This design comes from an exercise in tuning for small area and a short achievable clock period on the open sky130 flow, not from production work.
Function was checked by simulation only, so behaviour that the tests miss may differ from the original.
In every run shown here, the design's own scripts or RTL, not TritonCTS, make the clock network.
The clock input has no modelled driver; a real chip could not lean on it and would need a root buffer or a full tree.
No activity file was given, so power comes from the tool's default toggle rates.

==> config.mk <==
export PLATFORM = sky130hd
export DESIGN_NAME = wav_riff_stream_parser
export DESIGN_NICKNAME = wav_riff_stream_parser
export VERILOG_FILES = /design/flow/design.v
export SDC_FILE = /design/flow/constraint.sdc
export NUM_CORES = 4
export LEC_CHECK = 0
export ABC_AREA = 1
export CAP_MARGIN = 20
export CORE_MARGIN = 2
export CORE_UTILIZATION = 40
export CTS_BUF_LIST = sky130_fd_sc_hd__clkbuf_8
export SETUP_SLACK_MARGIN = 4.0
export SLEW_MARGIN = 20
==> constraint.sdc <==
create_clock -name core_clock -period 6.0 [get_ports {clk}]
set_input_delay 1.2000 -clock core_clock [delete_from_list [all_inputs] [get_ports {clk}]]
set_output_delay 1.2000 -clock core_clock [all_outputs]
set_load 0.01 [all_outputs]
==> design.v <==
`default_nettype none
package wrp_pkg;
    localparam logic [31:0] ID_RIFF_LE = 32'h4646_4952;
    localparam logic [31:0] ID_RIFF_SW = 32'h5249_4646;
    localparam logic [31:0] ID_FMT_LE  = 32'h2074_6D66;
    localparam logic [31:0] ID_FMT_SW  = 32'h666D_7420;
    localparam logic [31:0] ID_DATA_LE = 32'h6174_6164;
    localparam logic [31:0] ID_DATA_SW = 32'h6461_7461;
    localparam logic [31:0] TAG_WAVE   = 32'h4556_4157;
    localparam logic [4:0] WORD_BYTES    = 5'd4;
    localparam logic [4:0] FMT_TAG_END   = 5'd1;
    localparam logic [4:0] FMT_CHAN_END  = 5'd3;
    localparam logic [4:0] FMT_RATE_END  = 5'd7;
    localparam logic [4:0] FMT_BITS_END  = 5'd15;
    localparam logic [4:0] FMT_FIELD_SAT = 5'd16;
    localparam logic [15:0] PCM_TAG   = 16'd1;
    localparam logic [15:0] BITS_8    = 16'd8;
    localparam logic [15:0] BITS_16   = 16'd16;
    localparam logic [15:0] CHAN_MONO = 16'd1;
    localparam logic [15:0] CHAN_STEREO = 16'd2;
    localparam logic [1:0] KIND_FORMAT = 2'd0;
    localparam logic [1:0] KIND_SAMPLE = 2'd1;
    localparam logic [1:0] KIND_ERROR  = 2'd2;
    localparam logic [2:0] ERR_NONE      = 3'd0;
    localparam logic [2:0] ERR_NO_RIFF   = 3'd1;
    localparam logic [2:0] ERR_NO_WAVE   = 3'd2;
    localparam logic [2:0] ERR_NO_FMT    = 3'd3;
    localparam logic [2:0] ERR_NOT_PCM   = 3'd4;
    localparam logic [2:0] ERR_BAD_CHAN  = 3'd5;
    localparam logic [2:0] ERR_BAD_BITS  = 3'd6;
    localparam logic [2:0] ERR_NO_DATA   = 3'd7;
    typedef struct packed {
        logic [1:0]  out_kind;
        logic [15:0] sample_word;
        logic [1:0]  channel_count;
        logic [4:0]  sample_bits;
        logic [31:0] sample_rate_hz;
        logic [2:0]  error_code;
        logic        last_of_file;
    } result_t;
    typedef struct packed {
        logic    valid;
        result_t data;
    } push_t;
    function automatic logic [31:0] swap32(input logic [31:0] v);
        swap32 = {v[7:0], v[15:8], v[23:16], v[31:24]};
    endfunction
    function automatic logic [2:0] format_check(
        input logic [15:0] tag,
        input logic [15:0] chans,
        input logic [15:0] bits
    );
        if (tag != PCM_TAG)
            format_check = ERR_NOT_PCM;
        else if (chans != CHAN_MONO && chans != CHAN_STEREO)
            format_check = ERR_BAD_CHAN;
        else if (bits != BITS_8 && bits != BITS_16)
            format_check = ERR_BAD_BITS;
        else
            format_check = ERR_NONE;
    endfunction
endpackage
`default_nettype wire
`default_nettype none
module wav_riff_stream_parser (
    input  wire             clk,
    input  wire             rst_n,
    input  wire             bytes_valid,
    output wire             bytes_ready,
    input  wire  [7:0]      bytes_in_byte,
    input  wire             bytes_end_of_file,
    output wire             results_valid,
    input  wire             results_ready,
    output wire  [1:0]      results_out_kind,
    output wire  [15:0]     results_sample_word,
    output wire  [1:0]      results_channel_count,
    output wire  [4:0]      results_sample_bits,
    output wire  [31:0]     results_sample_rate_hz,
    output wire  [2:0]      results_error_code,
    output wire             results_last_of_file
);
    localparam logic [1:0] KIND_FORMAT = wrp_pkg::KIND_FORMAT;
    localparam logic [1:0] KIND_SAMPLE = wrp_pkg::KIND_SAMPLE;
    localparam logic [1:0] KIND_ERROR  = wrp_pkg::KIND_ERROR;
    localparam logic [5:0] PH_HDR   = 6'b000001;
    localparam logic [5:0] PH_CHK   = 6'b000010;
    localparam logic [5:0] PH_FMT   = 6'b000100;
    localparam logic [5:0] PH_SKIP  = 6'b001000;
    localparam logic [5:0] PH_DATA  = 6'b010000;
    localparam logic [5:0] PH_DRAIN = 6'b100000;
    logic [1:0]  step;
    logic        ready_q;
    logic        ready_o;             
    logic        proc;                
    logic        dec;                 
    logic        outv;
    logic [5:0]  phase;
    logic [4:0]  cnt;
    logic        swapped;
    logic        seen;
    logic [7:0]  r0, r1, r2, r3;      
    logic [7:0]  c0, c1, c2, c3;      
    logic        rb, cb, kb;          
    logic        rza, a1, a2;         
    logic        rz;                  
    logic        cl;                  
    logic        clt3;                
    logic        ma, mb;              
    logic        tagok;
    logic [1:0]  chan_q;
    logic [1:0]  bits_q;              
    logic [31:0] rate_q;
    logic [15:0] word_q;
    logic        eof_q;
    logic        cand0;               
    logic        r_load, c_load;      
    logic [1:0]  kind_q;
    logic [2:0]  err_q;
    logic        last_q;
    logic        emit_q, clrf_q;
    assign bytes_ready            = ready_o;
    assign results_valid          = outv;
    assign results_out_kind       = kind_q;
    assign results_sample_word    = word_q;
    assign results_channel_count  = chan_q;
    assign results_sample_bits    = {bits_q, 3'b000};
    assign results_sample_rate_hz = rate_q;
    assign results_error_code     = err_q;
    assign results_last_of_file   = last_q;
    logic st0, st3, upd0, pfin;
    assign st0  = (step == 2'd0);
    assign st3  = (step == 2'd3);
    assign upd0 = proc && st0;
    assign pfin = proc && st3;
    logic ph_hdr, ph_chk, ph_fmt, ph_skip, ph_data;
    assign ph_hdr  = phase[0];
    assign ph_chk  = phase[1];
    assign ph_fmt  = phase[2];
    assign ph_skip = phase[3];
    assign ph_data = phase[4];
    logic        b16;
    logic        data8;
    logic        hsel;
    logic [7:0]  b;
    logic [1:0]  k;
    logic [1:0]  tgt;
    assign b16   = bits_q[1];
    assign data8 = ph_data && !b16;
    assign hsel  = (cnt[0] ^ swapped) &&
                   ((ph_fmt && (cnt[4:2] != 3'd1)) || (ph_data && b16));
    assign b     = word_q[7:0];
    assign k     = cnt[1:0];
    assign tgt   = cnt[1:0] ^ {swapped, swapped};
    logic f1, f2, f8, f16;
    assign f1  = (word_q == 16'd1);
    assign f2  = (word_q == 16'd2);
    assign f8  = (word_q == 16'd8);
    assign f16 = (word_q == 16'd16);
    logic       r_dec, c_dec;
    logic       r_bin, c_bin, k_bin;
    logic       accept, nxt_proc;
    logic [7:0] r_alu, c_alu, w_sl;
    logic [7:0] r_bw, c_bw;
    logic [7:0] w_lt, w_gt;
    logic       k_lt;
    assign accept   = ready_q && bytes_valid;
    assign nxt_proc = accept || (proc && !st3);
    assign r_dec    = !rz && ((ph_hdr && cnt[3]) || ph_chk || ph_fmt || ph_skip);
    assign c_dec    = ph_fmt || ph_skip || ph_data;
    assign r_bin = rb;
    assign c_bin = cb;
    assign k_bin = kb && !st0;
    always_comb
    begin
        for (int i = 0; i < 8; i++)
        begin
            r_bw[i] = r_bin && ((r3 & ((8'd1 << i) - 8'd1)) == 8'd0);
            c_bw[i] = c_bin && ((c3 & ((8'd1 << i) - 8'd1)) == 8'd0);
        end
    end
    assign r_alu = r_load ? b : (r3 ^ r_bw);
    assign c_alu = c_load ? b : (c3 ^ c_bw);
    assign w_sl = c_load ? b : c3;
    assign w_lt = ~w_sl & r3;
    assign w_gt = w_sl & ~r3;
    logic [3:0] lt2, gt2;
    logic [1:0] lt4, gt4;
    logic       lt8, gt8;
    always_comb
    begin
        for (int i = 0; i < 4; i++)
        begin
            lt2[i] = w_lt[2*i+1] || (!w_gt[2*i+1] && w_lt[2*i]);
            gt2[i] = w_gt[2*i+1] || (!w_lt[2*i+1] && w_gt[2*i]);
        end
        for (int i = 0; i < 2; i++)
        begin
            lt4[i] = lt2[2*i+1] || (!gt2[2*i+1] && lt2[2*i]);
            gt4[i] = gt2[2*i+1] || (!lt2[2*i+1] && gt2[2*i]);
        end
        lt8 = lt4[1] || (!gt4[1] && lt4[0]);
        gt8 = gt4[1] || (!lt4[1] && gt4[0]);
    end
    assign k_lt = lt8 || (!gt8 && k_bin);
    logic zr, zc, zc1, zc2;
    assign zr  = r_load ? (b == 8'd0) : ((r3[7:1] == 7'd0) && (r3[0] == r_bin));
    assign zc  = c_load ? (b == 8'd0) : ((c3[7:1] == 7'd0) && (c3[0] == c_bin));
    assign zc1 = c_load ? (b[7:1] == 7'd0) :
                 c_bin  ? ((c3[7:2] == 6'd0) && (c3[1] ^ c3[0])) : (c3[7:1] == 7'd0);
    assign zc2 = c_load ? (b[7:2] == 6'd0) :
                 c_bin  ? (((c3[7:3] == 5'd0) && (c3[2:0] != 3'd0)) || (c3 == 8'd4))
                        : (c3[7:2] == 6'd0);
    logic wz1, wlt3;
    assign wz1     = a1 && zc;
    assign wlt3    = a2 && zc && !(c2[1] && c2[0]);
    always_ff @(posedge clk)
    begin
        r0 <= r_alu;
        r1 <= r0;
        r2 <= r1;
        r3 <= r2;
        c0 <= c_alu;
        c1 <= c0;
        c2 <= c1;
        c3 <= c2;
        rb <= st3 ? (accept && r_dec) : (r_bw[7] && !r3[7]);
        cb <= st3 ? (accept && c_dec) : (c_bw[7] && !c3[7]);
        kb <= k_lt;
        r_load <= nxt_proc && ph_hdr && (cnt[3:2] == 2'd1) && ((step + 2'd1) == tgt);
        c_load <= nxt_proc && ph_chk && cnt[2] && ((step + 2'd1) == tgt);
        rza <= (st0 || rza) && zr;
        a1  <= st0 ? zc1 : (a1 && zc);
        a2  <= st0 ? zc2 : (a2 && zc);
        if (st3)
        begin
            rz   <= rza && zr;
            cl   <= wz1;
            clt3 <= wlt3;
        end
    end
    logic       cand;
    logic [7:0] e_a;
    assign cand = (k != 2'd0) ? mb : cand0;
    always_comb
    begin
        e_a = 8'h00;
        if (ph_hdr && cnt[3])
        begin
            case (k)             
                2'd0: e_a = 8'h57;
                2'd1: e_a = 8'h41;
                2'd2: e_a = 8'h56;
                default: e_a = 8'h45;
            endcase
        end
        else
        begin
            case ({ph_hdr, swapped && !ph_hdr, cand, k})
                5'b10000: e_a = 8'h52;
                5'b10001: e_a = 8'h49;
                5'b10010: e_a = 8'h46;
                5'b10011: e_a = 8'h46;
                5'b10100: e_a = 8'h46;
                5'b10101: e_a = 8'h46;
                5'b10110: e_a = 8'h49;
                5'b10111: e_a = 8'h52;
                5'b00000: e_a = 8'h66;
                5'b00001: e_a = 8'h6D;
                5'b00010: e_a = 8'h74;
                5'b00011: e_a = 8'h20;
                5'b00100: e_a = 8'h64;
                5'b00101: e_a = 8'h61;
                5'b00110: e_a = 8'h74;
                5'b00111: e_a = 8'h61;
                5'b01000: e_a = 8'h20;
                5'b01001: e_a = 8'h74;
                5'b01010: e_a = 8'h6D;
                5'b01011: e_a = 8'h66;
                5'b01100: e_a = 8'h61;
                5'b01101: e_a = 8'h74;
                5'b01110: e_a = 8'h61;
                default:  e_a = 8'h64;
            endcase
        end
    end
    logic mlo, mhi;
    always_ff @(posedge clk)
    begin
        mlo <= (b[3:0] == e_a[3:0]);
        mhi <= (b[7:4] == e_a[7:4]);
        if (proc && (step == 2'd1) && id_byte)
            ma <= ((k == 2'd0) || ma) && mlo && mhi;
    end
    logic id_byte, fmt_start, rate_wr;
    assign id_byte   = (ph_hdr && (cnt[3:2] != 2'd1)) || (ph_chk && !cnt[2]);
    assign fmt_start = ph_chk && (cnt == 5'd7) && ma && !mb && !seen;
    assign rate_wr   = upd0 && ph_fmt && (cnt[4:2] == 3'd1);
    logic d_hdr_r, d_hdr_w, d_hdr3, d_hdr11, d_chk0z, d_chk_adv, d_sz;
    logic d_fmt15, d_fmtlt15, d_fmtge16, d_skip, d_d8, d_d16lo, d_d16hi, d_drain;
    assign d_hdr3    = ph_hdr && (cnt == 5'd3);
    assign d_hdr11   = ph_hdr && (cnt == 5'd11);
    assign d_hdr_w   = ph_hdr && (cnt >= 5'd7) && (cnt <= 5'd10);
    assign d_hdr_r   = ph_hdr && (cnt <= 5'd6) && (cnt != 5'd3);
    assign d_chk0z   = ph_chk && (cnt == 5'd0) && rz;
    assign d_chk_adv = ph_chk && (cnt <= 5'd6) && !((cnt == 5'd0) && rz);
    assign d_sz      = ph_chk && (cnt == 5'd7);
    assign d_fmt15   = ph_fmt && (cnt == 5'd15);
    assign d_fmtlt15 = ph_fmt && (cnt < 5'd15);
    assign d_fmtge16 = ph_fmt && cnt[4];
    assign d_skip    = ph_skip;
    assign d_d8      = ph_data && !b16;
    assign d_d16lo   = ph_data && b16 && !cnt[0];
    assign d_d16hi   = ph_data && b16 && cnt[0];
    assign d_drain   = phase[5];
    logic s_hdr_r, s_hdr_w, s_hdr3, s_hdr11, s_chk0z, s_chk_adv, s_sz;
    logic s_fmt15, s_fmtlt15, s_fmtge16, s_skip, s_d8, s_d16lo, s_d16hi, s_drain;
    logic ok;
    assign s_hdr_r   = d_hdr_r;
    assign s_hdr_w   = d_hdr_w;
    assign s_hdr3    = d_hdr3;
    assign s_hdr11   = d_hdr11;
    assign s_chk0z   = d_chk0z;
    assign s_chk_adv = d_chk_adv;
    assign s_fmt15   = d_fmt15;
    assign s_fmtlt15 = d_fmtlt15;
    assign s_fmtge16 = d_fmtge16;
    assign s_skip    = d_skip;
    assign s_d8      = d_d8;
    assign s_d16lo   = d_d16lo;
    assign s_d16hi   = d_d16hi;
    assign s_drain   = d_drain;
    always_ff @(posedge clk)
    begin
        s_sz      <= d_sz;
        ok        <= tagok && (chan_q != 2'd0) && (bits_q != 2'd0);
    end
    logic chanz;
    assign chanz = (chan_q == 2'd0);
    logic emit_ne, emit_e, emit, sample, format, last;
    logic g_a, g_1, g_2, g_f, g_7;
    logic [2:0] err;
    logic [1:0] kind;
    assign emit_ne = (s_hdr3 && !ma) || (s_hdr11 && !ma) || s_chk0z ||
                     s_fmt15 || (s_fmtlt15 && cl) || s_d8 || s_d16hi;
    assign emit_e  = !s_drain;
    assign emit    = eof_q ? emit_e : emit_ne;
    assign sample  = s_d8 || s_d16hi;
    assign format  = s_fmt15 && ok && !eof_q;
    assign kind    = sample ? KIND_SAMPLE : format ? KIND_FORMAT : KIND_ERROR;
    assign last    = eof_q || !((s_fmt15 && ok) || (s_d8 && !cl) || (s_d16hi && !clt3));
    assign g_a   = s_chk0z || s_chk_adv || s_fmtge16 || s_skip ||
                   (s_hdr11 && ma) || (s_fmtlt15 && !cl);           
    assign g_1   = s_hdr3 || s_hdr_r;
    assign g_2   = (s_hdr11 && !ma) || s_hdr_w;
    assign g_f   = (s_fmt15 && !ok) || (s_fmtlt15 && cl);            
    assign g_7   = (s_fmt15 && ok && eof_q) || s_d16lo;
    assign err[2] = (g_a && seen) || g_f || g_7;
    assign err[1] = g_a || g_2 || (g_f && tagok && !chanz) || g_7;
    assign err[0] = g_a || g_1 || (g_f && tagok && chanz) || g_7;
    logic go_drain, go_chk;
    logic [5:0] ph_n;
    logic [4:0] cnt_n, cnt_inc;
    logic c_inc, c_one, c_zero;
    assign go_drain = (emit_ne && !sample && !(s_fmt15 && ok)) ||
                      (s_d8 && cl) || (s_d16hi && clt3);
    assign go_chk   = (s_hdr11 && ma) || (((s_fmt15 && ok) || s_fmtge16 || s_skip) && cl);
    assign ph_n     = go_drain ? PH_DRAIN : go_chk ? PH_CHK : phase;
    assign cnt_inc = cnt + 5'd1;
    assign c_inc   = s_hdr_r || s_hdr_w || s_hdr3 || s_chk_adv || s_fmtlt15 ||
                     (s_fmt15 && !(ok && cl));
    assign c_one   = s_d16lo;
    assign c_zero  = s_hdr11 || (s_fmt15 && ok && cl) || (s_fmtge16 && cl) || s_d16hi;
    assign cnt_n   = c_inc ? cnt_inc : c_one ? 5'd1 : c_zero ? 5'd0 : cnt;
    logic fmtk, datk, othk;
    logic sz_wz, sz_ed, sz_tb, sz_emit;
    logic [2:0] sz_err;
    logic [5:0] sz_ph;
    assign fmtk   = ma && !mb && !seen;
    assign datk   = ma && mb;
    assign othk   = !fmtk && !datk;
    assign sz_wz  = cl && !c3[0];
    assign sz_ed  = b16 ? cl : sz_wz;
    assign sz_tb  = c0[7] || (!kb && !sz_wz);
    assign sz_emit = fmtk ? (sz_wz || eof_q) :
                     datk ? (!seen || (eof_q && !sz_ed)) :
                            (sz_tb || eof_q);
    assign sz_err  = fmtk ? (sz_wz ? 3'd4 : 3'd3) : {seen, 2'b11};
    assign sz_ph   = fmtk ? (sz_wz ? PH_DRAIN : PH_FMT) :
                     datk ? ((!seen || sz_ed) ? PH_DRAIN : PH_DATA) :
                            (sz_tb ? PH_DRAIN : sz_wz ? PH_CHK : PH_SKIP);
    always_ff @(posedge clk or negedge rst_n)
    begin
        if (!rst_n)
        begin
            step    <= 2'd0;
            ready_q <= 1'b0;
            proc    <= 1'b0;
            dec     <= 1'b0;
            outv    <= 1'b0;
            phase   <= PH_HDR;
            cnt     <= 5'd0;
            swapped <= 1'b0;
            seen    <= 1'b0;
        end
        else
        begin
            step    <= step + 2'd1;
            ready_q <= (step == 2'd2) && !proc && !dec && !(outv && !results_ready);
            if (ready_q && bytes_valid)
                proc <= 1'b1;
            else if (st3)
                proc <= 1'b0;
            dec <= pfin;
            if (dec)
                outv <= s_sz ? sz_emit : emit_q;
            else if (results_ready)
                outv <= 1'b0;
            if ((pfin && !s_sz) || (dec && s_sz))
            begin
                if (eof_q)
                begin
                    phase   <= PH_HDR;
                    cnt     <= 5'd0;
                    swapped <= 1'b0;
                    seen    <= 1'b0;
                end
                else if (s_sz)
                begin
                    phase   <= sz_ph;
                    cnt     <= 5'd0;
                end
                else
                begin
                    phase   <= ph_n;
                    cnt     <= cnt_n;
                    if (s_hdr3)
                        swapped <= mb;
                    if (s_fmt15 && ok)
                        seen <= 1'b1;
                end
            end
        end
    end
    always_ff @(posedge clk)
        ready_o <= (step == 2'd2) && !proc && !dec && !(outv && !results_ready);
    always_ff @(posedge clk)
    begin
        if (ready_q)
        begin
            eof_q  <= bytes_end_of_file;
            cand0  <= ph_hdr  ? bytes_in_byte[2] :
                      swapped ? bytes_in_byte[0] : !bytes_in_byte[1];
            if (data8)
                word_q <= {8'd0, bytes_in_byte};
            else if (hsel)
                word_q[15:8] <= bytes_in_byte;
            else
                word_q[7:0] <= bytes_in_byte;
        end
        else if (dec && (s_sz || (emit_q && (kind_q != KIND_SAMPLE))))
            word_q <= 16'd0;
        if (upd0)
        begin
            if (id_byte)
                mb <= cand;
            if (fmt_start)
                tagok <= 1'b0;
            else if (ph_fmt && (cnt == 5'd1))
                tagok <= f1;
        end
        if (pfin)
        begin
            emit_q <= emit;
            clrf_q <= s_sz ? !seen : (emit && !(seen || (s_fmt15 && ok)));
            kind_q <= kind;
            err_q  <= err;
            last_q <= last;
        end
        else if (dec && s_sz)
        begin
            kind_q <= KIND_ERROR;
            err_q  <= sz_err;
            last_q <= 1'b1;
        end
        if (dec && clrf_q)
        begin
            chan_q <= 2'd0;
            bits_q <= 2'd0;
            rate_q <= 32'd0;
        end
        else
        begin
            if (upd0 && fmt_start)
            begin
                chan_q <= 2'd0;
                bits_q <= 2'd0;
            end
            else if (upd0 && ph_fmt && (cnt == 5'd3))
                chan_q <= {f2, f1};
            else if (upd0 && ph_fmt && (cnt == 5'd15))
                bits_q <= {f16, f8};
            if (rate_wr && tgt == 2'd0)
                rate_q[7:0]   <= b;
            if (rate_wr && tgt == 2'd1)
                rate_q[15:8]  <= b;
            if (rate_wr && tgt == 2'd2)
                rate_q[23:16] <= b;
            if (rate_wr && tgt == 2'd3)
                rate_q[31:24] <= b;
        end
    end
endmodule
`default_nettype wire
==> flow/run.sh <==
#!/bin/bash
# The standard layout (the standard.sh: standard synthesis and ORFS flow),
# with two changes: the port buffers are buf_1 cells, and the clock tree is
# two levels of clkbuf_8 cells built by flow/pre_cts.tcl instead of
# TritonCTS, whose root buffer drives leaves spread over the whole die. Each tool's full output stays in ORFS's own logs
# under orfs/logs; make's output goes to flow_make.log here.
set -euo pipefail
here=$(pwd)
bash standard.sh "BUFFER_PORTS_ARGS=-buffer_cell sky130_fd_sc_hd__buf_1" \
  "PRE_CTS_TCL=$here/flow/pre_cts.tcl" finish > flow_make.log 2>&1
==> flow/mytree2.tcl <==
proc kmeans { pts nb } {
  # pts: list of {id x y}; returns list of cluster index per point
  set n [llength $pts]
  set sorted [lsort -integer -index 1 $pts]
  set cx {}; set cy {}
  for {set k 0} {$k < $nb} {incr k} {
    set s [lindex $sorted [expr {int(($k + 0.5) * $n / $nb)}]]
    lappend cx [lindex $s 1]; lappend cy [lindex $s 2]
  }
  set assign {}
  for {set iter 0} {$iter < 40} {incr iter} {
    set sx [lrepeat $nb 0.0]; set sy [lrepeat $nb 0.0]; set sc [lrepeat $nb 0]
    set assign {}
    foreach s $pts {
      lassign $s id x y
      set best 0; set bd 1e18
      for {set k 0} {$k < $nb} {incr k} {
        set dx [expr {$x - [lindex $cx $k]}]; set dy [expr {$y - [lindex $cy $k]}]
        set d [expr {$dx*$dx + $dy*$dy}]
        if {$d < $bd} { set bd $d; set best $k }
      }
      lappend assign $best
      lset sx $best [expr {[lindex $sx $best] + $x}]
      lset sy $best [expr {[lindex $sy $best] + $y}]
      lset sc $best [expr {[lindex $sc $best] + 1}]
    }
    for {set k 0} {$k < $nb} {incr k} {
      if {[lindex $sc $k] > 0} {
        lset cx $k [expr {int([lindex $sx $k] / [lindex $sc $k])}]
        lset cy $k [expr {int([lindex $sy $k] / [lindex $sc $k])}]
      }
    }
  }
  return [list $assign $cx $cy]
}

proc add_buf { block master name innet x y } {
  set buf [odb::dbInst_create $block $master $name]
  set net [odb::dbNet_create $block "${name}_net"]
  $net setSigType CLOCK
  [$buf findITerm A] connect $innet
  [$buf findITerm X] connect $net
  $buf setLocation $x $y
  $buf setPlacementStatus PLACED
  return $net
}

proc my_clock_tree2 { ntop leaf topcell leafcell } {
  set block [ord::get_db_block]
  set db [ord::get_db]
  set clknet [$block findNet clk]
  set sinks {}
  set i 0
  foreach it [$clknet getITerms] {
    lassign [[$it getInst] getLocation] x y
    lappend sinks [list $i $x $y]
    lappend iterms $it
    incr i
  }
  lassign [kmeans $sinks $ntop] top cx cy
  set mtop [$db findMaster $topcell]
  set mleaf [$db findMaster $leafcell]
  set nleaves 0
  for {set t 0} {$t < $ntop} {incr t} {
    set members {}
    foreach s $sinks a $top { if {$a == $t} { lappend members $s } }
    if {[llength $members] == 0} { continue }
    set tnet [add_buf $block $mtop "clkbuf_top_$t" $clknet [lindex $cx $t] [lindex $cy $t]]
    set nl [expr {int(ceil([llength $members] / double($leaf)))}]
    lassign [kmeans $members $nl] sub lx ly
    for {set l 0} {$l < $nl} {incr l} {
      set lnet [add_buf $block $mleaf "clkbuf_leaf_${t}_$l" $tnet [lindex $lx $l] [lindex $ly $l]]
      incr nleaves
      foreach s $members a $sub {
        if {$a == $l} {
          set it [lindex $iterms [lindex $s 0]]
          $it disconnect
          $it connect $lnet
        }
      }
    }
  }
  puts "my_clock_tree2: [llength $sinks] sinks, $ntop top buffers, $nleaves leaf buffers"
}
==> flow/pre_cts.tcl <==
# Sourced by ORFS's cts.tcl before clock tree synthesis (PRE_CTS_TCL).
# Replaces TritonCTS's tree by a shallower balanced one: the clock port drives
# four clkbuf_8 cells (one per k-means cluster of flip-flops), each of which
# drives clkbuf_8 leaf cells, one per sub-cluster of at most 20 flip-flops.
source [file join [file dirname [info script]] mytree2.tcl]
my_clock_tree2 4 20 sky130_fd_sc_hd__clkbuf_8 sky130_fd_sc_hd__clkbuf_8
rename clock_tree_synthesis triton_clock_tree_synthesis
proc clock_tree_synthesis { args } {
  puts "clock_tree_synthesis: tree built by pre_cts.tcl, TritonCTS not run"
  set_propagated_clock [all_clocks]
}
==> standard.sh <==
#!/bin/bash
# synth_recipe.tcl (not shown) runs the flow's synth.tcl, then flattens the netlist and writes it again
# the make line also repeats each setting of config.mk as NAME=value (left out here)
make -C /OpenROAD-flow-scripts/flow DESIGN_CONFIG=/design/flow/config.mk WORK_HOME=/design/flow/orfs CLKGATE_MAP_FILE= SYNTH_SCRIPT=/design/flow/synth_recipe.tcl "${@:-finish}"
==> results.py, run 1 <==
metrics = {
    "cells_and_area": {
        "fin_nets": 975,
        "final_common_cell": "nand2_1",
        "mostFrequentLayoutCells": "150 x nand2_1, 86 x nor2_1, 81 x inv_1, 77 x dfxtp_1, 62 x o21ai_0",
        "antenna_cells": 0,
        "syn_to_final_growth_pct": 20.2,
        "drive_above_1_share_pct": 25.3,
    },
    "worst_setup_path": {
        "r2r-start": "cnt[0]",
        "max_stage_delay_ns": 0.52,
        "cp_num_buf_inv": 1,
        "crit_required_ns": 4.80,
        "r2r_end": "cnt[4]",
        "r2r_cells": 13,
        "path_delay_family": "flip-flops",
        "end_kind": "output port",
        "reg2reg_setup_slack_ns": 3.99,
        "cpMaxStageDelayCell": "edfxtp_1",
        "crit_fanout": 2,
        "path_cells": "clkbuf_2",
        "crit_type": "reg -> out",
        "critPathLaunchType": "register",
        "crit_arrival_ns": 0.99,
    },
    "synth": {
        "synthArstFlopShare_pct": 11.6,
        "synth_edf_count": 32,
        "ys_warn_count": 1,
        "synth-main-ff-cell": "dfxtp_1",
        "yosysUniqueCellTypes": 55,
        "yosysSeqAreaShare_pct": 52.8,
        "syn_area_um2": 7010,
        "synth_cells": 835,
        "yosys_register_bits": 164,
        "synth.avg_cell_area_um2": 8.39,
    },
    "min_path": {
        "hold_end": "c2[2]",
        "hold_class": "reg -> reg",
        "min_from": "c1[2]",
        "hold_depth": 0,
    },
    "sta": {
        "fin_tns_setup_ns": 0,
        "tightest_slew_ns": 1.09,
        "report.final.slew_viol_count": 0,
        "rsz0062_at_grt": "true",
        "setup_slack_ns": 3.81,
        "period_needed_ns": 2.19,
        "fin_crit_sh_pct": 36.6,
        "setup_viol": 0,
        "max_slew_margin_pct": 27.5,
        "final-hold-violation-count": 0,
        "skew_ns": 0.0388,
        "max_freq_mhz": 456,
    },
    "global_route": {
        "grt.overflow.total": 0,
        "grt_pass1_vias": 5787,
        "grt_max_degree": 35,
        "grt_use_total_pct": 20.5,
        "antenna_found_initial": 0,
        "grt_pass1_wl_mm": 30.3,
    },
    "routing": {
        "wirelength_mm": 19.4,
        "drc": 0,
        "vias": 5923,
        "dr.pass1.iters": 5,
        "wire_per_inst_um": 16.6,
        "drtAntennaViolNets": 0,
        "routed_via_density": 5.08,
        "drtIter0Drc": 406,
    },
    "clock_tree": {
        "clk_pin_slew_worst_paths_ns": 0.12,
        "ctsHoldBuffers": 0,
        "clock_latency_ns": 0.31,
    },
    "power_and_ir_drop": {
        "internal_power_mw": 1.43,
        "p_clk_share_pct": 27.6,
        "power_switching_mw": 0.479,
        "p_leak_nw": 3.82,
        "ir_drop_mv": 0.173,
        "netSwitchingFraction_pct": 25.1,
        "comb_power_share_pct": 11.3,
        "power_density_nw_per_um2": 226,
        "seq_power_share_pct": 61.1,
    },
    "floorplanning": {
        "io_pins": 76,
        "start_util_pct": 40.6,
        "die_h_um": 136,
        "die_w_um": 136,
        "die-area_um2": 18600,
        "core_area_um2": 17200,
        "rows": 48,
    },
    "job": {
        "max_cap_violations": 0,
    },
    "placed_design": {
        "portBuffers": 72,
        "hpwl_mm": 13.7,
        "dp_slack_ns": 3.48,
        "place_congestion": 0.972,
    },
    "run_status": {
        "status": "finished clean",
    },
}
==> per-layer routing <==
| layer | vias up | track usage [%] | share of wire, % |
|---|---|---|---|
| li1 | 2969 | - | - |
| met1 | 2731 | 28.1 | 46 |
| met2 | 188 | 34.5 | 46 |
| met3 | 35 | 2.65 | 6.3 |
| met4 | 0 | 4.75 | 2.4 |
| met5 | - | 0 | 0 |
==> timing repair <==
| item | CTS | global route |
|---|---|---|
| buffers inserted | 28 | 11 |
| endpoints found under the setup margin | 122 | 104 |
| pin swaps | 6 | 19 |
| cloned | 1 | 1 |
| resized for setup | 62 | 143 |
==> area by class of cell <==
type,instances,area (um2)
multi-input combinational,550,3050
inverter,103,410
buffer,14,193
tap,225,282
timing repair buffer,111,723
sequential,164,3760
fill,1684,8810
==> through the flow <==
stage,hold WS [ns],power (mW),cell area [um2],instances,util [%]
6_report,0.327,1.91,8420,1167,48.9
5_1_grt,0.332,1.98,8420,1167,48.9
4_1_cts,0.328,1.88,7950,1155,46.1
3_5_place_dp,0.312,1.35,7410,1112,43.0
3_3_place_gp,0.310,1.35,7410,1112,43.0
2_1_floorplan,0.310,1.29,7020,837,-
==> worst max-delay path by stage <==
stage	endpoint	startpoint	cells past startpoint
after floorplan	mlo	cnt[0]	15
after global placement	phase[0]	cnt[0]	14
after detailed placement	phase[2]	cnt[0]	14
after CTS	results_sample_word[3]	word_q[3]	1
after global routing	results_sample_word[3]	word_q[3]	1
final	results_sample_word[3]	word_q[3]	1
==> sequential cells by signal, summed over array words and instances, names as in the netlist, 2 cells and up <==
signal and cells:
chan_q 2, bits_q 2, c3 8, word_q 16
cnt 5, r2 8, step 2, r0 8
err_q 3, r1 8, phase 6, c0 8
c2 8, kind_q 2, r3 8, c1 8
rate_q 32
==> cells by family (layout without fill, tap and decap cells) <==
group	count (synthesis)	after routing	share of synthesized area (%)
xor+xnor	5	5	0.839
flops	164	164	52.8
other cells	1	3	0.0535
compound gates	170	170	13.3
fa+ha+maj	18	18	3.21
buf+inv	125	228	7.89
simple gates	352	354	21.9
==> cells in the mapped netlist (7+ instances only) <==
cell | count | area [um2]
ha_1 | 18 | 225
dfrtp_1 | 18 | 450
inv_2 | 8 | 30.0
o21ai_0 | 72 | 360
edfxtp_1 | 32 | 961
o21ai_1 | 17 | 85.1
nand3_1 | 48 | 240
nor3_1 | 9 | 45.0
a21oi_1 | 48 | 240
inv_1 | 89 | 334
a31oi_1 | 7 | 43.8
dfxtp_1 | 113 | 2260
nor2_1 | 90 | 338
nand2_1 | 165 | 619
nand4_1 | 15 | 93.8
==> power groups by stage <==
stage,clock (mW),sequential (mW),combinational (mW)
2_1_floorplan,0,1.18,0.117
3_3_place_gp,0,1.20,0.151
3_5_place_dp,0,1.19,0.152
4_1_cts,0.536,1.16,0.184
5_1_grt,0.573,1.17,0.237
6_report,0.526,1.16,0.215
==> inputs of run 2 (changes only) <==
--- a/config.mk
+++ b/config.mk
@@ -10,5 +10,5 @@
 export CORE_MARGIN = 2
 export CORE_UTILIZATION = 40
 export CTS_BUF_LIST = sky130_fd_sc_hd__clkbuf_8
-export SETUP_SLACK_MARGIN = 4.0
+export SETUP_SLACK_MARGIN = 3.8
 export SLEW_MARGIN = 20
==> results.py, run 2 <==
metrics = {
    "routing": {
        "drc": 0,
        "dr.pass1.iters": 5,
        "routed_via_density": 5.12,
        "wirelength_mm": 18.4,
        "drtAntennaViolNets": 0,
        "wire_per_inst_um": 16.1,
        "vias": 5849,
        "drtIter0Drc": 297,
    },
    "synth": {
        "yosys_register_bits": 164,
        "yosysSeqAreaShare_pct": 52.8,
        "synth.avg_cell_area_um2": 8.39,
        "synth_top_area_share_pct": 32.3,
        "syn_area_um2": 7010,
        "synth_most_common_cell": "nand2_1",
        "yosys.area.top_type": "dfxtp_1",
        "yosysUniqueCellTypes": 55,
        "synthArstFlopShare_pct": 11.6,
        "synth.area.top_cells": "dfxtp_1 32%, edfxtp_1 14%, nand2_1 8.8%, dfrtp_1 6.4%, o21ai_0 5.1%",
        "synth_edf_count": 32,
        "synth_cells": 835,
        "synthTopCellsByCount": "165 x nand2_1, 113 x dfxtp_1, 90 x nor2_1",
        "synth-main-ff-cell": "dfxtp_1",
        "ys_warn_count": 1,
    },
    "worst_setup_path": {
        "crit_arrival_ns": 1.00,
        "crit_type": "reg -> out",
        "path_cells": "buf_1",
        "crit_required_ns": 4.80,
        "cp_num_buf_inv": 1,
        "critPathLaunchType": "register",
        "crit_fanout": 2,
        "max_stage_delay_ns": 0.52,
        "end_kind": "output port",
        "path_delay_family": "flip-flops",
        "cpMaxStageDelayCell": "edfxtp_1",
    },
    "clock_tree": {
        "ctsHoldBuffers": 0,
        "clock_latency_ns": 0.30,
        "clk_pin_slew_worst_paths_ns": 0.11,
    },
    "sta": {
        "max_slew_margin_pct": 65.2,
        "final-hold-violation-count": 0,
        "report.final.slew_viol_count": 0,
        "max_freq_mhz": 455,
        "rsz0062_at_grt": "true",
        "fin_crit_sh_pct": 36.6,
        "fin_tns_setup_ns": 0,
        "tightest_slew_ns": 0.518,
        "holdWs_ns": 0.322,
        "setup_viol": 0,
        "period_needed_ns": 2.20,
        "skew_ns": 0.0327,
    },
    "power_and_ir_drop": {
        "power_density_nw_per_um2": 239,
        "total_power_mw": 1.87,
        "p_clk_share_pct": 28.5,
        "comb_power_share_pct": 9.4,
        "seq_power_share_pct": 62.2,
        "netSwitchingFraction_pct": 24.1,
        "power_switching_mw": 0.450,
        "p_leak_nw": 3.40,
        "internal_power_mw": 1.42,
        "ir_drop_mv": 0.176,
    },
    "placed_design": {
        "dp_cells": 1112,
        "place_congestion": 0.948,
        "hpwl_mm": 13.6,
        "portBuffers": 72,
    },
    "cells_and_area": {
        "largest_reg_flops": 32,
        "instances_no_fill": 1143,
        "final_common_cell": "nand2_1",
        "drive_above_1_share_pct": 10.0,
        "top_regs": "rate_q x32, word_q x16",
        "antenna_cells": 0,
        "syn_to_final_growth_pct": 11.8,
        "mostFrequentLayoutCells": "159 x nand2_1, 111 x dfxtp_1, 90 x nor2_1, 85 x inv_1",
        "top_register": "rate_q",
        "finish.utilization_pct": 45.4,
        "fin_nets": 951,
    },
    "floorplanning": {
        "io_pins": 76,
        "die_h_um": 136,
        "rows": 48,
        "core_area_um2": 17200,
        "die_w_um": 136,
        "die-area_um2": 18600,
        "start_util_pct": 40.6,
    },
    "global_route": {
        "antenna_found_initial": 0,
        "grt_max_degree": 35,
        "grt_pass1_vias": 5504,
        "grt.overflow.total": 0,
        "grt_pass1_wl_mm": 29.0,
        "grt_use_total_pct": 19.8,
    },
    "job": {
        "max_cap_violations": 0,
    },
    "min_path": {
        "hold_class": "reg -> reg",
    },
    "run_status": {
        "status": "finished clean",
    },
}
==> run 2: cell counts after synthesis <==
Identical to the previous run, type by type.
==> run 2: what timing repair did <==
item | in CTS | in global routing
buffers inserted | 12 | 2
resized for setup | 5 | 26
cloned | 0 | 1
pin swaps | 1 | 5
setup endpoints to repair | 53 | 61
==> run 2: path summary, 6_finish.rpt <==
path | startpoint | depth (start not counted) | to | slack [ns]
worst min register to register | r2[6] | 0 | r3[6] | 0.32
worst max-delay path | word_q[2] | 1 | results_sample_word[2] | 3.80
min in group asynchronous | rst_n | 1 | step[1] | 0.85
worst min-delay path | r2[6] | 0 | r3[6] | 0.32
max in group asynchronous | rst_n | 1 | phase[0] | 4.77
worst max register to register | cnt[0] | 12 | phase[1] | 3.90
==> run 2: power by group through the flow <==
stage          logic, mW  clock network [mW]  registers [mW]
3_3_place_gp       0.150                   0            1.19
2_1_floorplan      0.117                   0            1.18
3_5_place_dp       0.151                   0            1.19
5_1_grt            0.196               0.593            1.16
6_report           0.175               0.532            1.16
4_1_cts            0.171               0.549            1.16
==> run 2: cell type report <==
type | instances | area [um2]
fillers | 1733 | 9410
flip-flops and latches | 164 | 3710
multi-input cells | 549 | 2840
inverters | 103 | 398
repair buffers | 87 | 393
well taps | 225 | 282
plain buffers | 15 | 206
==> run 2: cell families (layout without fill, tap and decap cells) <==
| logic type | count (synthesis) | in the layout | share of synthesized area [%] |
|---|---|---|---|
| and+or+nand+nor | 352 | 353 | 21.9 |
| AOI/OAI and AO/OA | 170 | 170 | 13.3 |
| DFF | 164 | 164 | 52.8 |
| buffers and inverters | 125 | 205 | 7.89 |
| adders and majority gates | 18 | 18 | 3.21 |
| xor gates and xnor gates | 5 | 5 | 0.839 |
| other | 1 | 3 | 0.0535 |
==> run 2: metal layers <==
layer | wire length (um) | up-vias | track usage (%)
met3 | 812 | 36 | 2.31
li1 | - | 2921 | -
met2 | 8030 | 160 | 31.6
met4 | 731 | 0 | 6.83
met5 | 0 | - | 0
met1 | 8780 | 2732 | 27.7
==> run 2: stage by stage <==
stage / worst slack, ns / cell area (um2)
after detailed placement: 3.50 / 7410
final: 3.80 / 7830
after global placement: 3.57 / 7410
after global routing: 3.75 / 7830
after CTS: 3.80 / 7710
after floorplan: 3.90 / 7010
==> inputs of run 3 (changes only) <==
--- a/flow/run.sh
+++ b/flow/run.sh
@@ -1,7 +1,7 @@
 #!/bin/bash
 # The standard layout (the standard.sh: standard synthesis and ORFS flow),
 # with two changes: the port buffers are buf_1 cells, and the clock tree is
-# two levels of clkbuf_8 cells built by flow/pre_cts.tcl instead of
+# two levels of clock buffers built by flow/pre_cts.tcl instead of
 # TritonCTS, whose root buffer drives leaves spread over the whole die. Each tool's full output stays in ORFS's own logs
 # under orfs/logs; make's output goes to flow_make.log here.
 set -euo pipefail
==> flow/pre_cts.tcl (replaced) <==
# Sourced by ORFS's cts.tcl before clock tree synthesis (PRE_CTS_TCL).
# Replaces TritonCTS's tree by a shallower balanced one: the clock port drives
# four top buffers (one per k-means cluster of flip-flops), each of which
# drives leaf buffers, one per sub-cluster of at most 14 flip-flops.
source [file join [file dirname [info script]] mytree2.tcl]
my_clock_tree2 4 14 sky130_fd_sc_hd__clkbuf_8 sky130_fd_sc_hd__clkbuf_8
rename clock_tree_synthesis triton_clock_tree_synthesis
proc clock_tree_synthesis { args } {
  puts "clock_tree_synthesis: tree built by pre_cts.tcl, TritonCTS not run"
  set_propagated_clock [all_clocks]
}
--- a/config.mk
+++ b/config.mk
@@ -9,6 +9,5 @@
 export CAP_MARGIN = 20
 export CORE_MARGIN = 2
 export CORE_UTILIZATION = 40
-export CTS_BUF_LIST = sky130_fd_sc_hd__clkbuf_8
 export SETUP_SLACK_MARGIN = 3.8
 export SLEW_MARGIN = 20
==> results.py, run 3 <==
metrics = {
    "cells_and_area": {
        "final_common_cell": "nand2_1",
        "top_regs": "rate_q x32, word_q x16",
        "drive_above_1_share_pct": 10.1,
        "fin_nets": 953,
        "fill_cells": 1724,
        "antenna_cells": 0,
        "largest_reg_flops": 32,
        "syn_to_final_growth_pct": 12.1,
        "finish.utilization_pct": 45.6,
        "top_register": "rate_q",
        "mostFrequentLayoutCells": "159 x nand2_1, 112 x dfxtp_1, 90 x nor2_1, 85 x inv_1",
    },
    "floorplanning": {
        "start_util_pct": 40.6,
        "die-area_um2": 18600,
        "core_area_um2": 17200,
        "die_w_um": 136,
        "io_pins": 76,
        "die_h_um": 136,
        "rows": 48,
    },
    "synth": {
        "synthArstFlopShare_pct": 11.6,
        "syn_area_um2": 7010,
        "ys_warn_count": 1,
        "yosys_register_bits": 164,
        "synth_cells": 835,
        "synth.avg_cell_area_um2": 8.39,
        "synth-main-ff-cell": "dfxtp_1",
        "synth_edf_count": 32,
        "synth_top_area_share_pct": 32.3,
        "yosys.area.top_type": "dfxtp_1",
        "yosysSeqAreaShare_pct": 52.8,
        "synth_most_common_cell": "nand2_1",
        "yosysUniqueCellTypes": 55,
        "synth.area.top_cells": "dfxtp_1 32%, edfxtp_1 14%, nand2_1 8.8%, dfrtp_1 6.4%, o21ai_0 5.1%",
        "synthTopCellsByCount": "165 x nand2_1, 113 x dfxtp_1, 90 x nor2_1",
    },
    "routing": {
        "drtIter0Drc": 274,
        "routed_via_density": 5.11,
        "drc": 0,
        "vias": 5849,
        "dr.pass1.iters": 5,
        "drtAntennaViolNets": 0,
        "wire_per_inst_um": 16.0,
        "wirelength_mm": 18.4,
    },
    "power_and_ir_drop": {
        "seq_power_share_pct": 61.0,
        "power_switching_mw": 0.459,
        "netSwitchingFraction_pct": 24.1,
        "p_clk_share_pct": 29.8,
        "p_leak_nw": 3.41,
        "ir_drop_mv": 0.220,
        "internal_power_mw": 1.45,
        "power_density_nw_per_um2": 243,
        "comb_power_share_pct": 9.2,
    },
    "sta": {
        "max_freq_mhz": 456,
        "final-hold-violation-count": 0,
        "rsz0062_at_grt": "true",
        "setup_viol": 0,
        "fin_tns_setup_ns": 0,
        "period_needed_ns": 2.19,
        "holdWs_ns": 0.319,
        "max_slew_margin_pct": 58.6,
        "report.final.slew_viol_count": 0,
        "skew_ns": 0.0398,
        "tightest_slew_ns": 0.620,
        "fin_crit_sh_pct": 36.5,
    },
    "worst_setup_path": {
        "crit_fanout": 2,
        "reg2reg_setup_slack_ns": 3.90,
        "crit_type": "reg -> out",
        "cp_num_buf_inv": 1,
        "crit_arrival_ns": 0.99,
        "cp-startpoint": "word_q[2]",
        "crit_required_ns": 4.80,
        "end_kind": "output port",
        "path_cells": "buf_1",
        "r2r-start": "cnt[0]",
        "critPathLaunchType": "register",
        "max_stage_delay_ns": 0.52,
        "path_delay_family": "flip-flops",
        "cpMaxStageDelayCell": "edfxtp_1",
    },
    "min_path": {
        "hold_class": "reg -> reg",
        "min_from": "c2[5]",
    },
    "global_route": {
        "grt_pass1_vias": 5515,
        "antenna_found_initial": 0,
        "grt_max_degree": 35,
        "grt_use_total_pct": 19.8,
        "grt_pass1_wl_mm": 29.1,
        "grt.overflow.total": 0,
    },
    "run_status": {
        "status": "finished clean",
    },
    "clock_tree": {
        "clk_pin_slew_worst_paths_ns": 0.10,
        "clock_latency_ns": 0.31,
    },
    "placed_design": {
        "place_congestion": 0.948,
        "portBuffers": 72,
        "hpwl_mm": 13.6,
    },
    "job": {
        "max_cap_violations": 0,
    },
}
[run 3: cell counts after synthesis]
No cell type changed its count.
[run 3: per-layer routing]
layer / routed length [um] / global-route usage, % / up-vias
met4: 731 / 6.94 / 0
met5: 0 / 0 / -
met3: 926 / 2.54 / 40
li1: - / - / 2920
met2: 7990 / 31.5 / 169
met1: 8720 / 27.8 / 2720
[run 3: cells by family (layout without fill, tap and decap cells)]
group                    after synthesis  after routing  synth area share [%]
AND/OR/NAND/NOR                      352            353                  21.9
flip-flops                           164            164                  52.8
XOR/XNOR                               5              5                 0.839
AO/OA/AOI/OAI                        170            170                  13.3
adder cells (fa/ha/maj)               18             18                  3.21
buffers and inverters                125            207                  7.89
other                                  1              3                0.0535
[run 3: what timing repair did]
| item | CTS | global route |
|---|---|---|
| resized for setup | 5 | 25 |
| hold buffers | 0 | 0 |
| setup endpoints to repair | 53 | 59 |
| setup buffers | 12 | 2 |
| pin swaps | 1 | 5 |
| hold endpoints to repair | 0 | 0 |
| cloned | 0 | 1 |
[run 3: worst paths after layout]
check	cells after the start	endpoint
setup reg to reg	12	phase[1]
min in group asynchronous	1	step[1]
setup / recovery	1	results_sample_word[2]
hold / removal	0	c3[5]
max in group asynchronous	1	phase[0]
hold reg to reg	0	c3[5]
[run 3: through the flow]
stage	total power, mW	setup WS [ns]	area, um2	cells
global placement	1.34	3.57	7410	1112
floorplan	1.29	3.90	7010	837
global route	1.99	3.75	7860	1145
CTS	1.92	3.80	7740	1141
finish	1.91	3.81	7860	1145
detailed placement	1.35	3.50	7410	1112
[run 3: cell type report]
| cell class | instances | area [um2] | area share [%] |
|---|---|---|---|
| Sequential cell | 164 | 3700 | 47.2 |
| Multi-Input combinational cell | 549 | 2840 | 36.2 |
| Inverter | 103 | 398 | 5.07 |
| Timing Repair Buffer | 87 | 393 | 5.00 |
| Tap cell | 225 | 282 | 3.58 |
| Buffer | 17 | 234 | 2.98 |
[run 3: power by group through the flow]
stage | Clock, mW | Combinational [mW] | Sequential [mW]
finish | 0.569 | 0.175 | 1.16
global route | 0.631 | 0.196 | 1.16
CTS | 0.584 | 0.171 | 1.16
detailed placement | 0 | 0.151 | 1.19
global placement | 0 | 0.150 | 1.19
floorplan | 0 | 0.117 | 1.18
==> inputs of run 4 (changes only) <==
--- a/flow/mytree2.tcl
+++ b/flow/mytree2.tcl
@@ -69,14 +69,15 @@
     set nl [expr {int(ceil([llength $members] / double($leaf)))}]
     lassign [kmeans $members $nl] sub lx ly
     for {set l 0} {$l < $nl} {incr l} {
+      set mine {}
+      foreach s $members a $sub { if {$a == $l} { lappend mine [lindex $s 0] } }
+      if {[llength $mine] == 0} { continue }
       set lnet [add_buf $block $mleaf "clkbuf_leaf_${t}_$l" $tnet [lindex $lx $l] [lindex $ly $l]]
       incr nleaves
-      foreach s $members a $sub {
-        if {$a == $l} {
-          set it [lindex $iterms [lindex $s 0]]
-          $it disconnect
-          $it connect $lnet
-        }
+      foreach i $mine {
+        set it [lindex $iterms $i]
+        $it disconnect
+        $it connect $lnet
       }
     }
   }
--- a/config.mk
+++ b/config.mk
@@ -9,5 +9,5 @@
 export CAP_MARGIN = 20
 export CORE_MARGIN = 2
 export CORE_UTILIZATION = 40
-export SETUP_SLACK_MARGIN = 3.8
+export SETUP_SLACK_MARGIN = 3.9
 export SLEW_MARGIN = 20
==> results.py, run 4 <==
metrics = {
    "worst_setup_path": {
        "max_stage_delay_ns": 0.52,
        "r2r_end": "phase[1]",
        "crit_arrival_ns": 1.00,
        "crit_required_ns": 4.80,
        "reg2reg_setup_slack_ns": 3.98,
        "r2r_cells": 8,
        "cp_num_buf_inv": 1,
        "crit_type": "reg -> out",
        "worst-path-stages": 1,
        "r2r-start": "phase[0]",
        "crit_fanout": 2,
        "critPathLaunchType": "register",
        "end_kind": "output port",
        "path_cells": "buf_1",
        "endpoint": "results_sample_word[2]",
        "cpMaxStageDelayCell": "edfxtp_1",
        "path_delay_family": "flip-flops",
        "cp-startpoint": "word_q[2]",
    },
    "cells_and_area": {
        "top_register": "rate_q",
        "final_common_cell": "nand2_1",
        "instances_no_fill": 1150,
        "stdcell_area_um2": 7950,
        "syn_to_final_growth_pct": 13.5,
        "largest_reg_flops": 32,
        "fin_nets": 958,
        "mostFrequentLayoutCells": "159 x nand2_1, 109 x dfxtp_1, 90 x nor2_1, 83 x inv_1, 70 x o21ai_0",
        "fill_cells": 1716,
        "top_regs": "rate_q x32, word_q x16",
        "antenna_cells": 0,
        "drive_above_1_share_pct": 12.1,
    },
    "floorplanning": {
        "core_area_um2": 17200,
        "die_h_um": 136,
        "io_pins": 76,
        "die-area_um2": 18600,
        "die_w_um": 136,
        "start_util_pct": 40.6,
        "rows": 48,
    },
    "sta": {
        "report.final.slew_viol_count": 0,
        "max_freq_mhz": 455,
        "setup_viol": 0,
        "rsz0062_at_grt": "true",
        "fin_crit_sh_pct": 36.6,
        "final-hold-violation-count": 0,
        "fin_tns_setup_ns": 0,
        "tightest_slew_ns": 0.541,
        "skew_ns": 0.0404,
        "max_slew_margin_pct": 64.0,
        "setup_slack_ns": 3.80,
        "period_needed_ns": 2.20,
    },
    "placed_design": {
        "dp_cells": 1112,
        "dp_slack_ns": 3.50,
        "dpl-instance-area_um2": 7410,
        "portBuffers": 72,
        "place_congestion": 0.948,
        "hpwl_mm": 13.6,
    },
    "power_and_ir_drop": {
        "p_leak_nw": 3.46,
        "comb_power_share_pct": 9.8,
        "power_switching_mw": 0.465,
        "netSwitchingFraction_pct": 24.2,
        "internal_power_mw": 1.46,
        "ir_drop_mv": 0.209,
        "power_density_nw_per_um2": 242,
        "p_clk_share_pct": 29.7,
        "seq_power_share_pct": 60.6,
    },
    "routing": {
        "drc": 0,
        "vias": 5833,
        "drtAntennaViolNets": 0,
        "dr.pass1.iters": 5,
        "wirelength_mm": 18.5,
        "wire_per_inst_um": 16.1,
        "drtIter0Drc": 291,
        "routed_via_density": 5.07,
    },
    "synth": {
        "yosys.area.top_type": "dfxtp_1",
        "synth_most_common_cell": "nand2_1",
        "yosysUniqueCellTypes": 55,
        "synth-main-ff-cell": "dfxtp_1",
        "synthTopCellsByCount": "165 x nand2_1, 113 x dfxtp_1, 90 x nor2_1",
        "synth_top_area_share_pct": 32.3,
        "synth.avg_cell_area_um2": 8.39,
        "ys_warn_count": 1,
        "synth.area.top_cells": "dfxtp_1 32%, edfxtp_1 14%, nand2_1 8.8%, dfrtp_1 6.4%, o21ai_0 5.1%",
        "synthArstFlopShare_pct": 11.6,
        "yosysSeqAreaShare_pct": 52.8,
        "synth_edf_count": 32,
        "synth_cells": 835,
        "yosys_register_bits": 164,
        "syn_area_um2": 7010,
    },
    "global_route": {
        "grt_pass1_wl_mm": 29.1,
        "grt_pass1_vias": 5522,
        "antenna_found_initial": 0,
        "grt.overflow.total": 0,
        "grt_max_degree": 35,
        "grt_use_total_pct": 19.9,
    },
    "clock_tree": {
        "ctsHoldBuffers": 0,
        "clk_pin_slew_worst_paths_ns": 0.10,
        "clock_latency_ns": 0.31,
    },
    "run_status": {
        "status": "finished clean",
    },
    "job": {
        "max_cap_violations": 0,
    },
    "min_path": {
        "hold_class": "reg -> reg",
        "hold_depth": 0,
    },
}
## run 4: layout make-up
type                            count  area, um2  share of cell area, %
Timing Repair Buffer               92        437                   5.49
Tap cell                          225        282                   3.54
Sequential cell                   164       3710                   46.7
Inverter                          103        402                   5.05
Buffer                             17        234                   2.94
Multi-Input combinational cell    549       2890                   36.3
## run 4: cell families (layout without fill, tap and decap cells)
family,Yosys count,in the layout,share of synthesized area [%]
adders and majority gates,18,18,3.21
AOI/OAI and AO/OA,170,170,13.3
other,1,3,0.0535
buffers and inverters,125,212,7.89
DFF,164,164,52.8
xor gates and xnor gates,5,5,0.839
and+or+nand+nor,352,353,21.9
## run 4: repair_timing
action                                  4_1_cts  5_1_grt
buffers inserted                             13        6
pin swaps                                     2        5
endpoints found under the setup margin       68       60
gates cloned                                  0        1
gates resized for setup                      16       32
endpoints found under the hold margin         0        0
## run 4: layer usage
metal	track usage, %	wire, um	part of all wire, %
met1	27.9	8840	48
met2	31.6	7930	43
met3	2.50	982	5.3
met4	6.89	755	4.1
met5	0	0	0
## run 4: worst min path at each step
stage / start / end / slack, ns
finish: c2[5] / c3[5] / 0.32
global route: c2[5] / c3[5] / 0.32
CTS: c2[5] / c3[5] / 0.32
detailed placement: c0[2] / c1[2] / 0.31
floorplan: c0[0] / c1[0] / 0.31
global placement: c1[5] / c2[5] / 0.31
## run 4: power groups by stage
stage,registers [mW],clock network (mW),logic (mW)
final,1.16,0.570,0.188
after global routing,1.16,0.629,0.208
after CTS,1.16,0.584,0.172
after detailed placement,1.19,0,0.151
after global placement,1.19,0,0.150
after floorplan,1.18,0,0.117
## run 4: through the flow
stage                     utilization [%]  hold WS (ns)  total power [mW]
final                                46.1         0.319              1.92
after global routing                 46.1         0.325              2.00
after CTS                            45.1         0.322              1.92
after detailed placement             43.0         0.312              1.35
after global placement               43.0         0.310              1.34
after floorplan                         -         0.310              1.29
==> inputs of run 5 (changes only) <==
--- a/config.mk
+++ b/config.mk
@@ -9,5 +9,5 @@
 export CAP_MARGIN = 20
 export CORE_MARGIN = 2
 export CORE_UTILIZATION = 40
-export SETUP_SLACK_MARGIN = 3.9
+export SETUP_SLACK_MARGIN = 3.75
 export SLEW_MARGIN = 20
==> results.py, run 5 <==
metrics = {
    "run_status": {
        "status": "finished clean",
    },
    "routing": {
        "drtIter0Drc": 300,
        "vias": 5832,
        "routed_via_density": 5.09,
        "drtAntennaViolNets": 0,
        "wire_per_inst_um": 16.1,
        "dr.pass1.iters": 4,
        "drc": 0,
        "wirelength_mm": 18.4,
    },
    "synth": {
        "yosysSeqAreaShare_pct": 52.8,
        "synth_edf_count": 32,
        "synth.area.top_cells": "dfxtp_1 32%, edfxtp_1 14%, nand2_1 8.8%, dfrtp_1 6.4%, o21ai_0 5.1%",
        "yosysUniqueCellTypes": 55,
        "yosys.area.top_type": "dfxtp_1",
        "synth_most_common_cell": "nand2_1",
        "synth_top_area_share_pct": 32.3,
        "yosys_register_bits": 164,
        "synthArstFlopShare_pct": 11.6,
        "ys_warn_count": 1,
        "synth_cells": 835,
        "syn_area_um2": 7010,
        "synth-main-ff-cell": "dfxtp_1",
        "synth.avg_cell_area_um2": 8.39,
        "synthTopCellsByCount": "165 x nand2_1, 113 x dfxtp_1, 90 x nor2_1",
    },
    "global_route": {
        "grt_pass1_wl_mm": 29.1,
        "grt_pass1_vias": 5515,
        "antenna_found_initial": 0,
        "grt_use_total_pct": 19.8,
        "grt_max_degree": 35,
        "grt.overflow.total": 0,
    },
    "floorplanning": {
        "start_util_pct": 40.6,
        "core_area_um2": 17200,
        "die_w_um": 136,
        "io_pins": 76,
        "rows": 48,
        "die-area_um2": 18600,
        "die_h_um": 136,
    },
    "sta": {
        "period_needed_ns": 2.19,
        "tightest_slew_ns": 0.639,
        "fin_tns_setup_ns": 0,
        "holdWs_ns": 0.320,
        "max_freq_mhz": 457,
        "setup_slack_ns": 3.81,
        "setup_viol": 0,
        "report.final.slew_viol_count": 0,
        "final-hold-violation-count": 0,
        "max_slew_margin_pct": 57.4,
        "rsz0062_at_grt": "true",
        "skew_ns": 0.0407,
        "fin_crit_sh_pct": 36.5,
    },
    "power_and_ir_drop": {
        "total_power_mw": 1.91,
        "p_leak_nw": 3.41,
        "power_density_nw_per_um2": 244,
        "ir_drop_mv": 0.219,
    },
    "worst_setup_path": {
        "cp-startpoint": "word_q[2]",
        "crit_required_ns": 4.80,
        "max_stage_delay_ns": 0.52,
        "crit_arrival_ns": 0.99,
        "r2r_cells": 12,
        "end_kind": "output port",
        "r2r_end": "phase[1]",
        "cp_num_buf_inv": 1,
        "critPathLaunchType": "register",
        "reg2reg_setup_slack_ns": 3.89,
        "path_delay_family": "flip-flops",
        "crit_type": "reg -> out",
        "path_cells": "buf_1",
        "r2r-start": "cnt[0]",
        "crit_fanout": 2,
        "cpMaxStageDelayCell": "edfxtp_1",
    },
    "cells_and_area": {
        "fin_nets": 953,
        "finish.utilization_pct": 45.4,
        "multi_input_area_um2": 2820,
        "top_register": "rate_q",
        "largest_reg_flops": 32,
        "mostFrequentLayoutCells": "160 x nand2_1, 113 x dfxtp_1, 90 x nor2_1, 86 x inv_1, 71 x buf_1",
        "syn_to_final_growth_pct": 11.8,
        "instances_no_fill": 1145,
        "drive_above_1_share_pct": 9.46,
        "stdcell_area_um2": 7830,
        "fill_cells": 1719,
        "antenna_cells": 0,
        "final_common_cell": "nand2_1",
        "register_area_um2": 3700,
        "top_regs": "rate_q x32, word_q x16",
    },
    "min_path": {
        "hold_end": "c3[5]",
        "hold_class": "reg -> reg",
        "hold_depth": 0,
        "min_from": "c2[5]",
    },
    "placed_design": {
        "portBuffers": 72,
        "place_congestion": 0.948,
        "dp_slack_ns": 3.50,
        "hpwl_mm": 13.6,
        "dpl-instance-area_um2": 7410,
        "dp_cells": 1112,
    },
    "clock_tree": {
        "clock_latency_ns": 0.31,
        "clk_pin_slew_worst_paths_ns": 0.10,
        "ctsHoldBuffers": 0,
    },
    "job": {
        "max_cap_violations": 0,
    },
}
-- run 5: cell counts after synthesis --
Identical to the previous run, type by type.
-- run 5: timing repair --
item / CTS / global route
gates cloned: 0 / 1
buffers inserted: 12 / 2
setup endpoints to repair: 30 / 46
resized for setup: 4 / 19
pin swaps: 1 / 4
-- run 5: cell families (layout without fill, tap and decap cells) --
kind of cell             after synthesis  after routing  share of synthesized area (%)
adder cells (fa/ha/maj)               18             18                           3.21
AND/OR/NAND/NOR                      352            353                           21.9
other                                  1              3                         0.0535
flip-flops                           164            164                           52.8
buffers and inverters                125            207                           7.89
XOR/XNOR                               5              5                          0.839
AO/OA/AOI/OAI                        170            170                           13.3
-- run 5: cell type report --
| type | count | share of cell area, % |
|---|---|---|
| buffer | 17 | 2.99 |
| inverter | 103 | 5.08 |
| multi-input combinational | 549 | 36.1 |
| sequential | 164 | 47.3 |
| tap | 225 | 3.59 |
| timing repair buffer | 87 | 5.00 |
-- run 5: where the power goes --
part	leakage, nW	switching [mW]	internal (mW)	total (mW)
Clock	0.122	0.315	0.256	0.570
Sequential	1.45	0.0261	1.14	1.16
Combinational	1.83	0.120	0.0558	0.175
Total	3.41	0.460	1.45	1.91
-- run 5: worst reg2reg max path: cells and delay by family, from the launching register on --
family / cells / cell delay, ns
fa+ha+maj: 1 / 0.28
simple gates: 8 / 0.77
compound gates: 1 / 0.17
buf+inv: 2 / 0.32
flops: 1 / 0.46
-- run 5: routing by layer --
layer / wire (um) / vias up / global-route usage (%)
met4: 712 / 0 / 6.94
met5: 0 / - / 0
met2: 8030 / 159 / 31.5
met3: 849 / 38 / 2.54
met1: 8850 / 2719 / 27.8
li1: - / 2916 / -
-- run 5: worst max path at each step --
stage                                   endpoint  cells after the start
after floorplan                         err_q[2]                     12
after global placement                  err_q[0]                     12
after detailed placement                err_q[2]                     12
after CTS                               err_q[2]                     12
after global routing                   rate_q[3]                      9
final                     results_sample_word[2]                      1
==> inputs of run 6 (changes only) <==
--- a/config.mk
+++ b/config.mk
@@ -8,6 +8,6 @@
 export ABC_AREA = 1
 export CAP_MARGIN = 20
 export CORE_MARGIN = 2
-export CORE_UTILIZATION = 40
-export SETUP_SLACK_MARGIN = 3.75
+export CORE_UTILIZATION = 55
+export SETUP_SLACK_MARGIN = 3.8
 export SLEW_MARGIN = 20
==> results.py, run 6 <==
metrics = {
    "synth": {
        "synth_edf_count": 32,
        "ys_warn_count": 1,
        "yosys_register_bits": 164,
        "synth_top_family_by_area": "simple AND/OR/NAND/NOR gates",
        "synthArstFlopShare_pct": 11.6,
        "syn_area_um2": 7010,
        "yosys.area.top_type": "dfxtp_1",
        "synthSimpleGateAreaFrac_pct": 21.9,
        "synth-xor-area-share_pct": 0.839,
        "synth_compound_area_share_pct": 13.3,
        "synthTopCellsByCount": "165 x nand2_1, 113 x dfxtp_1, 90 x nor2_1",
        "synth-main-ff-cell": "dfxtp_1",
        "synth_mux_area_share_pct": 0,
        "synth_most_common_cell": "nand2_1",
        "synth_cells": 835,
        "synth_fa_ha_area_share_pct": 3.21,
        "synth.avg_cell_area_um2": 8.39,
        "synth.area.top_cells": "dfxtp_1 32%, edfxtp_1 14%, nand2_1 8.8%, dfrtp_1 6.4%, o21ai_0 5.1%",
        "synth_top_area_share_pct": 32.3,
        "yosysUniqueCellTypes": 55,
        "yosysSeqAreaShare_pct": 52.8,
    },
    "placed_design": {
        "portBuffers": 72,
        "place_congestion": 0.925,
        "hpwl_mm": 13.9,
        "dpl-instance-area_um2": 7350,
    },
    "worst_setup_path": {
        "critPathLaunchType": "register",
        "crit_fanout": 2,
        "cpMaxStageDelayCell": "edfxtp_1",
        "cp-startpoint": "word_q[4]",
        "crit_arrival_ns": 0.97,
        "cp_num_buf_inv": 1,
        "end_kind": "output port",
        "worst-path-stages": 1,
        "max_stage_delay_ns": 0.52,
        "r2r_cells": 11,
        "path_cells": "buf_1",
        "crit_required_ns": 4.80,
        "path_delay_family": "flip-flops",
        "r2r-start": "cnt[0]",
        "crit_type": "reg -> out",
    },
    "routing": {
        "routed_via_density": 5.49,
        "vias": 6043,
        "wirelength_mm": 18.8,
        "drc": 0,
        "wire_per_inst_um": 17.1,
        "dr.pass1.iters": 5,
        "drtAntennaViolNets": 0,
        "drtIter0Drc": 531,
    },
    "cells_and_area": {
        "top_regs": "rate_q x32, word_q x16",
        "antenna_cells": 0,
        "syn_to_final_growth_pct": 12.3,
        "drive_above_1_share_pct": 10.9,
        "mostFrequentLayoutCells": "159 x nand2_1, 112 x dfxtp_1, 90 x nor2_1, 85 x inv_1, 72 x buf_1",
        "final_common_cell": "nand2_1",
        "largest_reg_flops": 32,
        "top_register": "rate_q",
        "stdcell_area_um2": 7870,
        "fin_nets": 961,
    },
    "global_route": {
        "grt_use_total_pct": 27.3,
        "grt.overflow.total": 0,
        "grt_max_degree": 35,
        "antenna_found_initial": 0,
        "grt_pass1_vias": 5697,
        "grt_pass1_wl_mm": 29.1,
    },
    "sta": {
        "rsz0062_at_grt": "false",
        "skew_ns": 0.0510,
        "fin_crit_sh_pct": 36.2,
        "period_needed_ns": 2.17,
        "max_freq_mhz": 460,
        "setup_viol": 0,
        "fin_tns_setup_ns": 0,
        "final-hold-violation-count": 0,
        "max_slew_margin_pct": 31.5,
        "report.final.slew_viol_count": 0,
        "tightest_slew_ns": 1.02,
        "holdWs_ns": 0.288,
    },
    "power_and_ir_drop": {
        "p_leak_nw": 3.44,
        "total_power_mw": 1.94,
        "power_density_nw_per_um2": 247,
        "ir_drop_mv": 0.209,
    },
    "floorplanning": {
        "start_util_pct": 56.0,
        "die-area_um2": 13700,
        "die_w_um": 117,
        "die_h_um": 117,
        "core_area_um2": 12500,
        "io_pins": 76,
        "rows": 41,
    },
    "min_path": {
        "hold_depth": 0,
        "hold_class": "reg -> reg",
        "min_from": "c1[0]",
    },
    "run_status": {
        "status": "finished clean",
    },
    "clock_tree": {
        "clock_latency_ns": 0.30,
        "clk_pin_slew_worst_paths_ns": 0.10,
    },
    "job": {
        "max_cap_violations": 0,
    },
}
run 6: per-stage QoR:
| stage | utilization, % | setup slack (ns) | instances |
|---|---|---|---|
| 6_report | 62.8 | 3.83 | 1100 |
| 4_1_cts | 61.8 | 3.80 | 1093 |
| 3_3_place_gp | 58.6 | 3.55 | 1059 |
| 2_1_floorplan | - | 3.90 | 837 |
| 5_1_grt | 62.8 | 3.74 | 1100 |
| 3_5_place_dp | 58.8 | 3.45 | 1060 |
run 6: worst paths after layout:
check | end | slack [ns]
worst max-delay path | results_sample_word[4] | 3.83
worst min-delay path | c2[0] | 0.29
worst max register to register | err_q[1] | 3.93
worst min register to register | c2[0] | 0.29
max in group asynchronous | phase[0] | 4.47
min in group asynchronous | outv | 0.89
run 6: repair_timing:
| item | in CTS | in global routing |
|---|---|---|
| gates resized for setup | 8 | 27 |
| pin swaps | 1 | 7 |
| setup endpoints to repair | 36 | 50 |
| buffers inserted | 15 | 6 |
| cloned | 0 | 1 |
| hold buffers | 0 | 0 |
run 6: logic make-up after synthesis:
group | count (synthesis)
adder cells (fa/ha/maj) | 18
buffers and inverters | 125
other | 1
AND/OR/NAND/NOR | 352
AO/OA/AOI/OAI | 170
flip-flops | 164
XOR/XNOR | 5
run 6: where the power goes:
group          leakage (nW)  internal [mW]  total [mW]  switching [mW]
sequential             1.45           1.14        1.16          0.0268
combinational          1.87         0.0681       0.198           0.130
clock                 0.129          0.270       0.581           0.311
total                  3.44           1.47        1.94           0.468
run 6: worst register-to-register path: cells and delay by family (launching register included):
family | cells | cell delay (ns)
flip-flops | 1 | 0.44
adder cells (fa/ha/maj) | 1 | 0.27
AO/OA/AOI/OAI | 3 | 0.40
AND/OR/NAND/NOR | 5 | 0.39
buffers and inverters | 2 | 0.30
run 6: final cells by class:
type,count,area (um2)
buffer,18,248
timing repair buffer,94,443
fill,1120,4650
sequential,164,3710
tap,172,215
inverter,103,402
multi-input combinational,549,2850
run 6: metal layers:
layer	track usage (%)	vias to the layer above	part of all wire, %
met5	0	-	0
met3	3.35	53	7.8
met2	45.5	267	46
met4	8.55	0	3.4
met1	37.3	2781	43
li1	-	2942	-

Re-timed with assumed drivers on the ports (clkbuf_16 on the clock, buf_2 on other inputs), run 6 has 3.751 ns of setup slack against 3.827 ns with ideal ports, and 3.924 ns once port delays also move by the mid clock arrival of 0.353 ns.
